This is an optimization exercise on Yosys and OpenROAD, whose aim is small area, a short achievable clock period and few clock cycles, not a production implementation. Function was checked by simulation only, so behaviour that the tests miss may differ from the original. Power figures rest on the tool's default switching activity, not on a simulated workload.

Design lenet_top, start of the top module:
module lenet_top
(
    input  wire                     clk,
    input  wire                     rst,
    input  wire lenet_pkg::mem_wr_t img_wr,
    input  wire lenet_pkg::kernel_t kernel,
    input  wire                     start,
    output logic                    busy,
    output logic                    finish,
    output lenet_pkg::pool_result_t result
);
    localparam int ACC_W = 20;
    logic       running;
    logic       a_act;       
    logic [1:0] rp;          
    logic [2:0] col;         
    logic       a_last;
    logic       rest1;       
    logic       rest2;
    logic       shift;
    logic       b_vld, c_vld, d_vld, e_vld;
    logic       b_last, c_last, d_last, e_last;
    logic [1:0] b_rp, c_rp, d_rp, e_rp;
    logic [2:0] b_col, c_col, d_col, e_col;
    assign a_last = a_act && rp == 2'd2 && col == 3'd5;
    assign shift  = (a_act && rp == 2'd2) || rest1 || rest2;
    always_ff @(posedge clk)
    begin
        if (rst)
        begin
            running <= 1'b0;
            a_act   <= 1'b0;
            rest1   <= 1'b0;
            rest2   <= 1'b0;
            b_vld   <= 1'b0;
            c_vld   <= 1'b0;
            d_vld   <= 1'b0;
            e_vld   <= 1'b0;
            b_last  <= 1'b0;
            c_last  <= 1'b0;
            d_last  <= 1'b0;
            e_last  <= 1'b0;
            finish  <= 1'b0;
        end
        else
        begin
            rest1  <= a_last;
            rest2  <= rest1;
            b_vld  <= a_act;
            c_vld  <= b_vld;
            d_vld  <= c_vld;
            e_vld  <= d_vld;
            b_last <= a_last;
  ...
Size: roughly 5100 cells after synthesis, roughly 1100 flip-flops, about 170 I/O pins.
export LEC_CHECK = 0
export CAP_MARGIN = 20
export CORE_MARGIN = 2
export CORE_UTILIZATION = 40
export SLEW_MARGIN = 20
export SYNTH_HIERARCHICAL = 1
export SYNTH_MINIMUM_KEEP_SIZE = 0
create_clock -name core_clock -period 10.0 [get_ports {clk}]
standard.sh (not shown) runs the stock make flow with config.mk's settings and CLKGATE_MAP_FILE= SYNTH_SCRIPT=/design/flow/synth_recipe.tcl, a recipe that flattens the netlist after the stock synthesis.
==> flow/flow/run.sh <==
#!/bin/bash
set -euo pipefail
MARGIN=6.8
sed "s/\"\${@:-finish}\"/SETUP_SLACK_MARGIN=${MARGIN} \"\${@:-finish}\"/" standard.sh > standard_margin.sh
grep -q "SETUP_SLACK_MARGIN=${MARGIN}" standard_margin.sh
bash standard_margin.sh > standard_margin.log 2>&1
Testbench counts at the start, summed over its fixed seeds: cycles 9,696.
==> next run, changes <==
==> flow/flow/run.sh (replaced) <==
#!/bin/bash
set -euo pipefail
MARGIN=6.6
sed "s/\"\${@:-finish}\"/SETUP_SLACK_MARGIN=${MARGIN} \"\${@:-finish}\"/" standard.sh > standard_margin.sh
grep -q "SETUP_SLACK_MARGIN=${MARGIN}" standard_margin.sh
bash standard_margin.sh > standard_margin.log 2>&1
- The new run produced a clean layout
- core utilization decreases by 1.3 points
- register-to-register slack improved by 0.05 ns
- setup slack improved by 0.046 ns
- die area is unchanged
- hold slack stays flat
==> next run, changes <==
==> flow/flow/run.sh (replaced) <==
#!/bin/bash
set -euo pipefail
MARGIN=6.3
sed "s/\"\${@:-finish}\"/SETUP_SLACK_MARGIN=${MARGIN} \"\${@:-finish}\"/" standard.sh > standard_margin.sh
grep -q "SETUP_SLACK_MARGIN=${MARGIN}" standard_margin.sh
bash standard_margin.sh > standard_margin.log 2>&1
Outcome:
- The changed run passed the timing, DRC and antenna checks
- synthesized cell count stays the same
- worst setup slack loses 0.18 ns
- design area barely changes

* * *

lenet_top, a different RTL version from the one above (not shown whole).
For scale: about 5,100 cells after synthesis, ~170 I/O pins, ~0.067 mm² of cells after synthesis.
Design lenet_top, start of the top module:
module lenet_top
(
    input  wire                     clk,
    input  wire                     rst,
    input  wire lenet_pkg::mem_wr_t img_wr,
    input  wire lenet_pkg::kernel_t kernel,
    input  wire                     start,
    output logic                    busy,
    output logic                    finish,
    output lenet_pkg::pool_result_t result
);
Settings: LEC_CHECK=0, CAP_MARGIN=20, CORE_MARGIN=2, CORE_UTILIZATION=40, SLEW_MARGIN=20, SYNTH_HIERARCHICAL=1, SYNTH_MINIMUM_KEEP_SIZE=0; clock period 10.0 ns.
==> flow/flow/run.sh <==
#!/bin/bash
set -euo pipefail
MARGIN=6.7
sed "s/\"\${@:-finish}\"/SETUP_SLACK_MARGIN=${MARGIN} BUFFER_PORTS_ARGS='-buffer_cell sky130_fd_sc_hd__buf_2' \"\${@:-finish}\"/" standard.sh > standard_margin.sh
grep -q "SETUP_SLACK_MARGIN=${MARGIN}" standard_margin.sh
bash standard_margin.sh synth > standard_synth.log 2>&1
openroad -no_init -exit flow/downsize.tcl > downsize.log 2>&1
bash standard_margin.sh > standard_margin.log 2>&1
==> flow/flow/downsize.tcl <==
# swap oversized combinational cells of the synthesized netlist for their
# smallest drive strength (same function); registers are not touched
set res orfs/results/$::env(FLOW_PLATFORM)/lenet_top/base
read_liberty $::env(FLOW_HOME)/platforms/$::env(FLOW_PLATFORM)/lib/sky130_fd_sc_hd__tt_025C_1v80.lib
read_db $res/1_synth.odb
set swaps {sky130_fd_sc_hd__a22oi_2 sky130_fd_sc_hd__a22oi_1}
set n 0
foreach inst [get_cells *] {
  set master [get_property [get_lib_cells -of_objects $inst] name]
  if {[dict exists $swaps $master]} {
    replace_cell $inst [dict get $swaps $master]
    incr n
  }
}
puts "downsized $n cells"
write_db $res/1_synth.odb
Testbench counts at the start, summed over its fixed seeds: cycles 9,696.
Edit:
==> flow/flow/run.sh (replaced) <==
#!/bin/bash
set -euo pipefail
MARGIN=6.6
sed "s/\"\${@:-finish}\"/SETUP_SLACK_MARGIN=${MARGIN} \"\${@:-finish}\"/" standard.sh > standard_margin.sh
grep -q "SETUP_SLACK_MARGIN=${MARGIN}" standard_margin.sh
bash standard_margin.sh > standard_margin.log 2>&1
- CTS_BUF_LIST: not set -> sky130_fd_sc_hd__clkbuf_4 sky130_fd_sc_hd__clkbuf_8
removed: flow/flow/downsize.tcl
The changed run completed with no timing, DRC or antenna violations.
Count of clock-buffer cells in the layout increases by 126.
Final area increases by 4.4%.
Setup slack is worse by 0.10 ns.
Non-clock buffer count is higher by 61.
Routed wire length grows by about 1%.
Sequential share of layout area came out lower by 2.0 points.
Worst hold slack degrades by 0.0050 ns.
Power is higher by about 1.4%.
Area after synthesis rose by about 4%.
Global-route usage decreases by 0.53 points.
Edit:
==> flow/flow/run.sh (replaced) <==
#!/bin/bash
set -euo pipefail
MARGIN=6.7
sed "s/\"\${@:-finish}\"/SETUP_SLACK_MARGIN=${MARGIN} BUFFER_PORTS_ARGS='-buffer_cell sky130_fd_sc_hd__buf_2' \"\${@:-finish}\"/" standard.sh > standard_margin.sh
grep -q "SETUP_SLACK_MARGIN=${MARGIN}" standard_margin.sh
bash standard_margin.sh synth > standard_synth.log 2>&1
openroad -no_init -exit flow/downsize.tcl > downsize.log 2>&1
bash standard_margin.sh > standard_margin.log 2>&1
==> flow/flow/downsize.tcl (new file) <==
# swap oversized combinational cells of the synthesized netlist for their
# smallest drive strength (same function); registers are not touched
set res orfs/results/$::env(FLOW_PLATFORM)/lenet_top/base
read_liberty $::env(FLOW_HOME)/platforms/$::env(FLOW_PLATFORM)/lib/sky130_fd_sc_hd__tt_025C_1v80.lib
read_db $res/1_synth.odb
set swaps {sky130_fd_sc_hd__a22oi_2 sky130_fd_sc_hd__a22oi_1}
set n 0
foreach inst [get_cells *] {
  set master [get_property [get_lib_cells -of_objects $inst] name]
  if {[dict exists $swaps $master]} {
    replace_cell $inst [dict get $swaps $master]
    incr n
  }
}
puts "downsized $n cells"
write_db $res/1_synth.odb
- CORE_UTILIZATION: 40 -> 60
- CTS_BUF_LIST: sky130_fd_sc_hd__clkbuf_4 sky130_fd_sc_hd__clkbuf_8 -> not set
- PLACE_DENSITY: not set -> 0.72
Result:
- The changed run produced a clean layout
- utilization rises by 21 points
- routed wire length barely changes
- via count rises by 3.5%
- cell area falls by 5.2%
- global-route usage rises by 14 points
- worst hold slack barely changes
- clock power falls by about 0.9%
Edit:
--- a/flow/flow/run.sh
+++ b/flow/flow/run.sh
@@ -3,2 +3,2 @@
-MARGIN=6.7
-sed "s/\"\${@:-finish}\"/SETUP_SLACK_MARGIN=${MARGIN} BUFFER_PORTS_ARGS='-buffer_cell sky130_fd_sc_hd__buf_2' \"\${@:-finish}\"/" standard.sh > standard_margin.sh
+MARGIN=6.6
+sed "s/\"\${@:-finish}\"/SETUP_SLACK_MARGIN=${MARGIN} \"\${@:-finish}\"/" standard.sh > standard_margin.sh
@@ -6,0 +7 @@
+RES=orfs/results/${FLOW_PLATFORM}/lenet_top/base
- CORE_UTILIZATION: 60 -> 40
- CTS_BUF_LIST: not set -> sky130_fd_sc_hd__clkbuf_4 sky130_fd_sc_hd__clkbuf_8
- PLACE_DENSITY: 0.72 -> not set
=>
- The new run completed without violations
- worst setup slack is worse by 0.16 ns
- synthesized area stays the same
- via count came out lower by about 2%
Edit:
--- a/flow/flow/run.sh
+++ b/flow/flow/run.sh
@@ -6,3 +5,0 @@
-bash standard_margin.sh synth > standard_synth.log 2>&1
-RES=orfs/results/${FLOW_PLATFORM}/lenet_top/base
-openroad -no_init -exit flow/downsize.tcl > downsize.log 2>&1
- CTS_BUF_LIST: sky130_fd_sc_hd__clkbuf_4 sky130_fd_sc_hd__clkbuf_8 -> not set
removed: flow/flow/downsize.tcl
The new run ran to the end with no violations; register-to-register slack gains 0.04 ns; maximum frequency increases by about 1.6%; critical path depth increases by 4; die area increases by 3.7%; routed wire length decreases by about 0.8%.

separate check: timing with driven ports:
Ports are ideal in the flow. The routed layouts listed here were re-timed in OpenROAD.
Step 1: set_driving_cell puts a clkbuf_16 on clk and a buf_2 on each other input, an assumption about the parent block.
Step 2 also shifts input and output timing later by t, the mid clock arrival at the registers, as if the neighbouring blocks saw the same clock.
a / b / c = ideal / step 1 / step 2; a / b = the first two.
run | shift t [ns] | slack for setup (ns) | slew at the worst register clock pin (ns)
the first run of note 1 | 0.867 | 6.475 / 6.475 / 6.475 | 0.07 / 0.07
the second run of note 1 | 0.873 | 6.521 / 6.437 / 6.521 | 0.07 / 0.07
the third run of note 1 | 0.865 | 6.337 / 6.300 / 6.337 | 0.07 / 0.07
the first run of note 2 | 0.845 | 6.617 / 6.534 / 6.103 | 0.08 / 0.08
the second run of note 2 | 1.022 | 6.514 / 6.435 / 5.698 | 0.08 / 0.08
the third run of note 2 | 0.806 | 6.716 / 6.635 / 6.194 | 0.07 / 0.07
the fourth run of note 2 | 1.005 | 6.555 / 6.477 / 5.668 | 0.08 / 0.08
the fifth run of note 2 | 0.855 | 6.609 / 6.588 / 5.784 | 0.07 / 0.07
After both steps every run listed still meets setup and hold. The setup slack of the fourth run of note 2, which loses most, moves by -0.078 ns with the drivers and by -0.887 ns with both steps.
